This design comes from an exercise in tuning for small area on the open sky130 flow, not from production work.
At most, simulation tests tie the RTL to the original design; equivalence was not proved.

Design multicycle_datapath, start of the top module:
module multicycle_datapath #(
  parameter int PC_W       = 9,
  parameter int INS_W      = 32,
  parameter int RF_ADDRESS = 5,
  parameter int DATA_W     = 64,
  parameter int DM_ADDRESS = 9,
  parameter int ALU_CC_W   = 4
) (
  input  logic                  clk,
  input  logic                  reset,
  output logic                  imem_req,
  output logic [PC_W-1:0]       imem_addr,
  input  logic                  imem_ready,
  input  logic [INS_W-1:0]      imem_rdata,
  output logic                  dmem_req,
  output logic                  dmem_we,
  output logic [DM_ADDRESS-1:0] dmem_addr,
  output logic [DATA_W-1:0]     dmem_wdata,
  input  logic                  dmem_ready,
  input  logic [DATA_W-1:0]     dmem_rdata,
  output logic                  retire,
  output logic                  illegal,
  output logic [PC_W-1:0]       pc_out
);
clock: 15.0 ns
lec_check: 0
abc_area: 1
cap_margin: 20
core_margin: 2
core_utilization: 60
slew_margin: 20
standard.sh (not shown) runs the stock make flow with config.mk's settings and CLKGATE_MAP_FILE= SYNTH_SCRIPT=/design/flow/synth_recipe.tcl, a recipe that flattens the netlist after the stock synthesis.
==> flow/flow/run.sh <==
#!/bin/bash
# Standard ORFS layout (the standard.sh) with three changes:
#  - synthesis maps logic with an area-oriented ABC script (flow/abc_area.script);
#  - ports are buffered with buf_1;
#  - the clock tree uses clkbuf_4 leaves and no dummy loads.
set -euo pipefail
W=$(pwd)
export FLOW_ABC_SCRIPT=$W/flow/abc_area.script
export FLOW_SYNTH_TCL=$W/synth_recipe.tcl
export BUFFER_PORTS_ARGS="-buffer_cell sky130_fd_sc_hd__buf_1"
export CTS_ARGS="-sink_clustering_enable -repair_clock_nets -dont_use_dummy_load -buf_list sky130_fd_sc_hd__clkbuf_4 -root_buf sky130_fd_sc_hd__clkbuf_16 -sink_clustering_size 12 -sink_clustering_max_diameter 40"
sed "s#SYNTH_SCRIPT=[^ ]*synth_recipe.tcl#SYNTH_SCRIPT=$W/flow/synth_abc.tcl#" standard.sh > standard_abc.sh
grep -q "SYNTH_SCRIPT=$W/flow/synth_abc.tcl" standard_abc.sh
bash standard_abc.sh > standard_flow.log 2>&1
==> flow/flow/abc_area.script <==
strash
ifraig
dc2
strash
dch -f
amap
topo
==> flow/flow/synth_abc.tcl <==
# The standard flow's synthesis script, with ABC's technology mapping run from the
# area-oriented script in flow/abc_area.script (no buffering or sizing).
proc abc {args} {
  set i [lsearch -exact $args -script]
  if {$i >= 0} { lset args [expr {$i + 1}] $::env(FLOW_ABC_SCRIPT) }
  puts "abc: mapping with $::env(FLOW_ABC_SCRIPT)"
  yosys abc {*}$args
}
source $::env(FLOW_SYNTH_TCL)
Edit:
--- a/flow/flow/run.sh
+++ b/flow/flow/run.sh
@@ -9,5 +9,5 @@
 export FLOW_SYNTH_TCL=$W/synth_recipe.tcl
 export BUFFER_PORTS_ARGS="-buffer_cell sky130_fd_sc_hd__buf_1"
-export CTS_ARGS="-sink_clustering_enable -repair_clock_nets -dont_use_dummy_load -buf_list sky130_fd_sc_hd__clkbuf_4 -root_buf sky130_fd_sc_hd__clkbuf_16 -sink_clustering_size 12 -sink_clustering_max_diameter 40"
+export CTS_ARGS="-sink_clustering_enable -repair_clock_nets -dont_use_dummy_load -buf_list sky130_fd_sc_hd__clkbuf_4 -root_buf sky130_fd_sc_hd__clkbuf_16 -sink_clustering_size 11 -sink_clustering_max_diameter 40"
 sed "s#SYNTH_SCRIPT=[^ ]*synth_recipe.tcl#SYNTH_SCRIPT=$W/flow/synth_abc.tcl#" standard.sh > standard_abc.sh
 grep -q "SYNTH_SCRIPT=$W/flow/synth_abc.tcl" standard_abc.sh
Effect: The new run completed without violations; worst setup slack degrades by 0.017 ns; non-clock buffer count stays the same; final area stays flat; wire length climbs slightly; register-to-register slack improves by 0.06 ns.
Edit:
--- a/flow/flow/run.sh
+++ b/flow/flow/run.sh
@@ -9,5 +9,5 @@
 export FLOW_SYNTH_TCL=$W/synth_recipe.tcl
 export BUFFER_PORTS_ARGS="-buffer_cell sky130_fd_sc_hd__buf_1"
-export CTS_ARGS="-sink_clustering_enable -repair_clock_nets -dont_use_dummy_load -buf_list sky130_fd_sc_hd__clkbuf_4 -root_buf sky130_fd_sc_hd__clkbuf_16 -sink_clustering_size 11 -sink_clustering_max_diameter 40"
+export CTS_ARGS="-sink_clustering_enable -repair_clock_nets -dont_use_dummy_load -buf_list sky130_fd_sc_hd__clkbuf_4 -root_buf sky130_fd_sc_hd__clkbuf_16 -sink_clustering_size 10 -sink_clustering_max_diameter 40"
 sed "s#SYNTH_SCRIPT=[^ ]*synth_recipe.tcl#SYNTH_SCRIPT=$W/flow/synth_abc.tcl#" standard.sh > standard_abc.sh
 grep -q "SYNTH_SCRIPT=$W/flow/synth_abc.tcl" standard_abc.sh
The new run went through all stages and came out clean.
Core utilization grows by 0.16 points.
Clock skew shrinks by 0.0084 ns.
Die area does not change.
Worst setup slack improved by 0.0065 ns.
Cell count increases slightly.
Clock-buffer cell count came out higher by 16.
Wire length stays flat.
Design area hardly moves.
No functional check of the RTL was part of any run of this note.

========
The RTL this note starts from:
==> flow/design.v <==
module multicycle_datapath #(
  parameter int PC_W       = 9,
  parameter int INS_W      = 32,
  parameter int RF_ADDRESS = 5,
  parameter int DATA_W     = 64,
  parameter int DM_ADDRESS = 9,
  parameter int ALU_CC_W   = 4
) (
  input  logic                  clk,
  input  logic                  reset,
  output logic                  imem_req,
  output logic [PC_W-1:0]       imem_addr,
  input  logic                  imem_ready,
  input  logic [INS_W-1:0]      imem_rdata,
  output logic                  dmem_req,
  output logic                  dmem_we,
  output logic [DM_ADDRESS-1:0] dmem_addr,
  output logic [DATA_W-1:0]     dmem_wdata,
  input  logic                  dmem_ready,
  input  logic [DATA_W-1:0]     dmem_rdata,
  output logic                  retire,
  output logic                  illegal,
  output logic [PC_W-1:0]       pc_out
);
  localparam logic [3:0] S_CLEAR = 4'd0;   
  localparam logic [3:0] S_FETCH = 4'd1;   
  localparam logic [3:0] S_WAITX = 4'd2;   
  localparam logic [3:0] S_P1    = 4'd3;   
  localparam logic [3:0] S_P2    = 4'd4;   
  localparam logic [3:0] S_MEM   = 4'd5;   
  localparam logic [3:0] S_WAITW = 4'd6;   
  localparam logic [3:0] S_WB    = 4'd7;   
  localparam logic [3:0] S_RET   = 4'd8;   
  localparam logic [3:0] S_UPD   = 4'd9;   
  localparam logic [3:0] S_HALT  = 4'd10;  
  localparam logic [2:0] K_ADD  = 3'd0;
  localparam logic [2:0] K_AND  = 3'd1;
  localparam logic [2:0] K_OR   = 3'd2;
  localparam logic [2:0] K_SLT  = 3'd3;
  localparam logic [2:0] K_ADDI = 3'd4;
  localparam logic [2:0] K_LD   = 3'd5;
  localparam logic [2:0] K_SD   = 3'd6;
  localparam logic [2:0] K_BEQ  = 3'd7;
  logic [3:0]  state_q;
  logic [5:0]  cnt_q;
  logic [8:1]  pc_q;
  logic [2:0]  kind_q;
  logic [4:0]  rs1_q, lo_q, rdf_q;
  logic [6:0]  hi_q;
  logic [63:0] w_q;
  logic        c_q;
  logic [6:0] i_opc, i_f7;
  logic [2:0] i_f3;
  logic       i_legal;
  logic [2:0] i_kind;
  assign i_opc = imem_rdata[6:0];
  assign i_f3  = imem_rdata[14:12];
  assign i_f7  = imem_rdata[31:25];
  always_comb begin
    i_legal = 1'b1;
    i_kind  = K_ADD;
    if (i_opc == 7'b0110011 && i_f7 == 7'b0000000 && i_f3 == 3'b000) i_kind = K_ADD;
    else if (i_opc == 7'b0110011 && i_f7 == 7'b0100000 && i_f3 == 3'b000) i_kind = K_ADD;
    else if (i_opc == 7'b0110011 && i_f7 == 7'b0000000 && i_f3 == 3'b111) i_kind = K_AND;
    else if (i_opc == 7'b0110011 && i_f7 == 7'b0000000 && i_f3 == 3'b110) i_kind = K_OR;
    else if (i_opc == 7'b0110011 && i_f7 == 7'b0000000 && i_f3 == 3'b010) i_kind = K_SLT;
    else if (i_opc == 7'b0010011 && i_f3 == 3'b000) i_kind = K_ADDI;
    else if (i_opc == 7'b0000011 && i_f3 == 3'b011) i_kind = K_LD;
    else if (i_opc == 7'b0100011 && i_f3 == 3'b011) i_kind = K_SD;
    else if (i_opc == 7'b1100011 && i_f3 == 3'b000) i_kind = K_BEQ;
    else i_legal = 1'b0;
  end
  logic k_sub, k_and, k_or, k_slt, k_ld, k_sd, k_beq, k_imm, k_wr;
  assign k_sub = ((kind_q == K_ADD) & hi_q[5]) | (kind_q == K_SLT);
  assign k_and = (kind_q == K_AND);
  assign k_or  = (kind_q == K_OR);
  assign k_slt = (kind_q == K_SLT);
  assign k_ld  = (kind_q == K_LD);
  assign k_sd  = (kind_q == K_SD);
  assign k_beq = (kind_q == K_BEQ);
  assign k_imm = (kind_q == K_ADDI) | k_ld | k_sd;
  assign k_wr  = (kind_q <= K_ADDI);
  logic [31:0] head;
  logic [31:1] wen;
  logic        wbit;
  logic [4:0]  rsel;
  logic        r_bit;
  assign head[0] = 1'b0;
  genvar gi;
  generate
    for (gi = 1; gi < 32; gi++) begin : g_rf
      logic [63:0] r_q;
      always_ff @(posedge clk)
        r_q <= {wen[gi] ? wbit : r_q[0], r_q[63:1]};
      assign head[gi] = r_q[0];
    end
  endgenerate
  logic k_sfmt;
  assign k_sfmt = k_sd | k_beq;
  assign rsel  = (state_q == S_P1) ? (k_sfmt ? rdf_q : lo_q) : rs1_q;
  assign r_bit = head[rsel];
  logic        imm_bit, a, b, bx, cin, sum, cout, lt, alu_bit;
  always_comb begin
    if (cnt_q < 6'd9)        imm_bit = lo_q[0];
    else if (cnt_q < 6'd11)  imm_bit = cnt_q[0] ? hi_q[4] : hi_q[5];
    else                     imm_bit = hi_q[6];
  end
  assign a    = r_bit;
  assign b    = k_imm ? imm_bit : w_q[0];
  assign bx   = b ^ k_sub;
  assign cin  = (cnt_q == 6'd0) ? k_sub : c_q;
  assign sum  = a ^ bx ^ cin;
  assign cout = (a & bx) | (a & cin) | (bx & cin);
  assign lt   = a ^ bx ^ cout;
  always_comb begin
    if (k_and)      alu_bit = a & b;
    else if (k_or)  alu_bit = a | b;
    else if (k_slt) alu_bit = 1'b0;
    else            alu_bit = sum;
  end
  logic c_d;
  always_comb begin
    if (k_beq)               c_d = ((cnt_q != 6'd0) & c_q) | (a ^ b);
    else if (cnt_q == 6'd63) c_d = lt;
    else                     c_d = cout;
  end
  always_comb begin
    wbit = alu_bit;
    if (state_q == S_CLEAR)    wbit = 1'b0;
    else if (state_q == S_WB)  wbit = w_q[0];
    else if (state_q == S_RET) wbit = c_q;
  end
  logic we_any;
  assign we_any = ((state_q == S_P2) & k_wr) | ((state_q == S_WB) & k_ld) |
                  ((state_q == S_RET) & k_slt);
  always_comb begin
    for (int i = 1; i < 32; i++)
      wen[i] = (state_q == S_CLEAR) | (we_any & (rdf_q == 5'(i)));
  end
  logic [8:1] pc_add_b, pc_sum;
  assign pc_add_b = (state_q == S_UPD) ? {hi_q[3:0], lo_q[4:1]} : 8'd2;
  assign pc_sum   = pc_q + pc_add_b;
  logic cnt_end, mem_hs;
  assign cnt_end = (cnt_q == 6'd63);
  assign mem_hs  = (state_q == S_MEM) & dmem_ready;
  always_ff @(posedge clk) begin
    if (reset) begin
      state_q <= S_CLEAR;
      cnt_q   <= 6'd0;
      pc_q    <= '0;
    end else begin
      cnt_q <= cnt_q + 6'd1;
      unique case (state_q)
        S_CLEAR: if (cnt_end) state_q <= S_FETCH;
        S_FETCH: if (imem_ready) state_q <= i_legal ? S_WAITX : S_HALT;
        S_WAITX: if (cnt_end) state_q <= S_P1;
        S_P1:    if (cnt_end) state_q <= S_P2;
        S_P2:    if (cnt_end) state_q <= (k_ld | k_sd) ? S_MEM : S_RET;
        S_MEM:   if (dmem_ready) state_q <= k_ld ? S_WAITW : S_RET;
        S_WAITW: if (cnt_end) state_q <= S_WB;
        S_WB:    if (cnt_end) state_q <= S_RET;
        S_RET: begin
          if (k_beq & ~c_q) state_q <= S_UPD;
          else begin
            state_q <= S_FETCH;
            pc_q    <= pc_sum;
          end
        end
        S_UPD: begin
          state_q <= S_FETCH;
          pc_q    <= pc_sum;
        end
        default: state_q <= S_HALT;
      endcase
    end
  end
  logic i_sfmt, fetch_hs, a_shift;
  assign i_sfmt   = imem_rdata[5] & ~imem_rdata[4];
  assign fetch_hs = (state_q == S_FETCH) & imem_ready;
  assign a_shift  = (state_q == S_P2) & k_imm & (cnt_q < 6'd9);
  always_ff @(posedge clk) begin
    if (fetch_hs) begin
      kind_q <= i_kind;
      rs1_q  <= imem_rdata[19:15];
      rdf_q  <= i_sfmt ? imem_rdata[24:20] : imem_rdata[11:7];
      hi_q[6:4] <= imem_rdata[31:29];
    end
    if (fetch_hs) begin
      lo_q      <= i_sfmt ? imem_rdata[11:7] : imem_rdata[24:20];
      hi_q[3:0] <= imem_rdata[28:25];
    end else if (a_shift) begin
      {hi_q[3:0], lo_q} <= {sum, hi_q[3:0], lo_q[4:1]};
    end
  end
  always_ff @(posedge clk) c_q <= c_d;
  logic w_shift, w_in;
  assign w_shift = (state_q == S_P1) || ((state_q == S_P2) && !k_sd) || (state_q == S_WB);
  assign w_in    = r_bit & (state_q == S_P1);
  always_ff @(posedge clk) begin
    if (mem_hs || w_shift)
      w_q <= (dmem_rdata & {64{state_q == S_MEM}}) | {w_in, w_q[63:1]};
  end
  assign imem_req   = (state_q == S_FETCH);
  assign imem_addr  = {pc_q, 1'b0};
  assign dmem_req   = (state_q == S_MEM);
  assign dmem_we    = k_sd;
  assign dmem_addr  = {hi_q[3:0], lo_q};
  assign dmem_wdata = w_q;
  assign retire     = (state_q == S_RET);
  assign illegal    = (state_q == S_HALT);
  assign pc_out     = {pc_sum, 1'b0};
endmodule
==> flow/config.mk <==
export PLATFORM = sky130hd
export DESIGN_NAME = multicycle_datapath
export DESIGN_NICKNAME = multicycle_datapath
export VERILOG_FILES = /design/flow/design.v
export SDC_FILE = /design/flow/constraint.sdc
export NUM_CORES = 4
export LEC_CHECK = 0
export ABC_AREA = 1
export CAP_MARGIN = 20
export CORE_MARGIN = 2
export CORE_UTILIZATION = 60
export SLEW_MARGIN = 20
==> flow/constraint.sdc <==
create_clock -name core_clock -period 15.0 [get_ports {clk}]
set_input_delay 3.0000 -clock core_clock [delete_from_list [all_inputs] [get_ports {clk}]]
set_output_delay 3.0000 -clock core_clock [all_outputs]
set_load 0.01 [all_outputs]
==> flow/flow/run.sh <==
#!/bin/bash
# Standard ORFS layout (the standard.sh) with three changes:
#  - synthesis maps logic with an area-oriented ABC script (flow/abc_area.script);
#  - ports are buffered with buf_1;
#  - the clock tree uses clkbuf_4 leaves and no dummy loads.
set -euo pipefail
W=$(pwd)
export FLOW_ABC_SCRIPT=$W/flow/abc_area.script
export FLOW_SYNTH_TCL=$W/synth_recipe.tcl
export BUFFER_PORTS_ARGS="-buffer_cell sky130_fd_sc_hd__buf_1"
export CTS_ARGS="-sink_clustering_enable -repair_clock_nets -dont_use_dummy_load -buf_list sky130_fd_sc_hd__clkbuf_4 -root_buf sky130_fd_sc_hd__clkbuf_16 -sink_clustering_size 10 -sink_clustering_max_diameter 40"
sed "s#SYNTH_SCRIPT=[^ ]*synth_recipe.tcl#SYNTH_SCRIPT=$W/flow/synth_abc.tcl#" standard.sh > standard_abc.sh
grep -q "SYNTH_SCRIPT=$W/flow/synth_abc.tcl" standard_abc.sh
bash standard_abc.sh > standard_flow.log 2>&1
==> flow/flow/synth_abc.tcl <==
# The standard flow's synthesis script, with ABC's technology mapping run from the
# area-oriented script in flow/abc_area.script (no buffering or sizing).
proc abc {args} {
  set i [lsearch -exact $args -script]
  if {$i >= 0} { lset args [expr {$i + 1}] $::env(FLOW_ABC_SCRIPT) }
  yosys abc {*}$args
}
source $::env(FLOW_SYNTH_TCL)
Scripts as last shown in full above: flow/flow/abc_area.script
Next try:
==> flow/flow/abc_area.script (replaced) <==
strash
ifraig
dc2
strash
&get -n
&deepsyn -T 120
&put
dch -f
amap
topo
The new run produced a clean layout.
Core utilization is about the same.
Clock skew came out lower by 11 ps.
Fmax is higher by 1.1%.
Routed wire length came out lower by 2.0%.
Next try:
==> flow/flow/run.sh (replaced) <==
#!/bin/bash
# Standard ORFS layout (the standard.sh), with smaller port buffers and a
# clock tree built without dummy loads from smaller clock buffers.
set -euo pipefail
export BUFFER_PORTS_ARGS="-buffer_cell sky130_fd_sc_hd__buf_1"
export CTS_ARGS="-sink_clustering_enable -repair_clock_nets -dont_use_dummy_load -buf_list sky130_fd_sc_hd__clkbuf_4 -root_buf sky130_fd_sc_hd__clkbuf_16 -sink_clustering_size 10 -sink_clustering_max_diameter 40"
bash standard.sh > standard_flow.log 2>&1
removed: flow/flow/abc_area.script
removed: flow/flow/synth_abc.tcl
Outcome: Die area rises by 1.3%. Core utilization climbs by 0.19 points. Wire length went down by 4.3%. Maximum frequency rises by 4.3%. Sequential cell count does not change. Synthesized area grows by 1.4%.

## what the ideal ports hide
How much do the figures lean on ideal ports? The routed layouts below were timed once more, with nothing changed but the port constraints. Step 1 assumes that a clkbuf_16 drives the clock port and a buf_2 every other input. Step 2 moves the port delays by t, midway between the first and last clock arrival at a register: inputs arrive t later, outputs are due t later. That takes back most of the time a late clock gives input paths. Slacks: ideal / step 1 / step 2; pairs: ideal / step 1.
run	t, ns	setup slack, ns	latest minus earliest clock arrival (ns)	slew at the worst register clock pin (ns)	worst slew at a driven data input, ns
the first run of note 1	0.760	9.695 / 9.636 / 9.440	0.192 / 0.192	0.12 / 0.12	0.16
the second run of note 1	0.778	9.678 / 9.612 / 9.421	0.218 / 0.218	0.11 / 0.11	0.16
the third run of note 1	0.774	9.685 / 9.619 / 9.457	0.199 / 0.199	0.11 / 0.11	0.16
the first run of note 2	0.760	8.328 / 8.265 / 8.757	0.220 / 0.221	0.10 / 0.10	0.11
the second run of note 2	0.786	8.398 / 8.330 / 8.812	0.217 / 0.217	0.11 / 0.11	0.14
the third run of note 2	0.777	8.667 / 8.599 / 9.376	0.169 / 0.170	0.11 / 0.11	0.10
After both steps setup and hold are still met in every run listed. For the second run of note 1, which loses most, drivers alone change the setup slack by -0.066 ns; drivers and shift together by -0.257 ns.
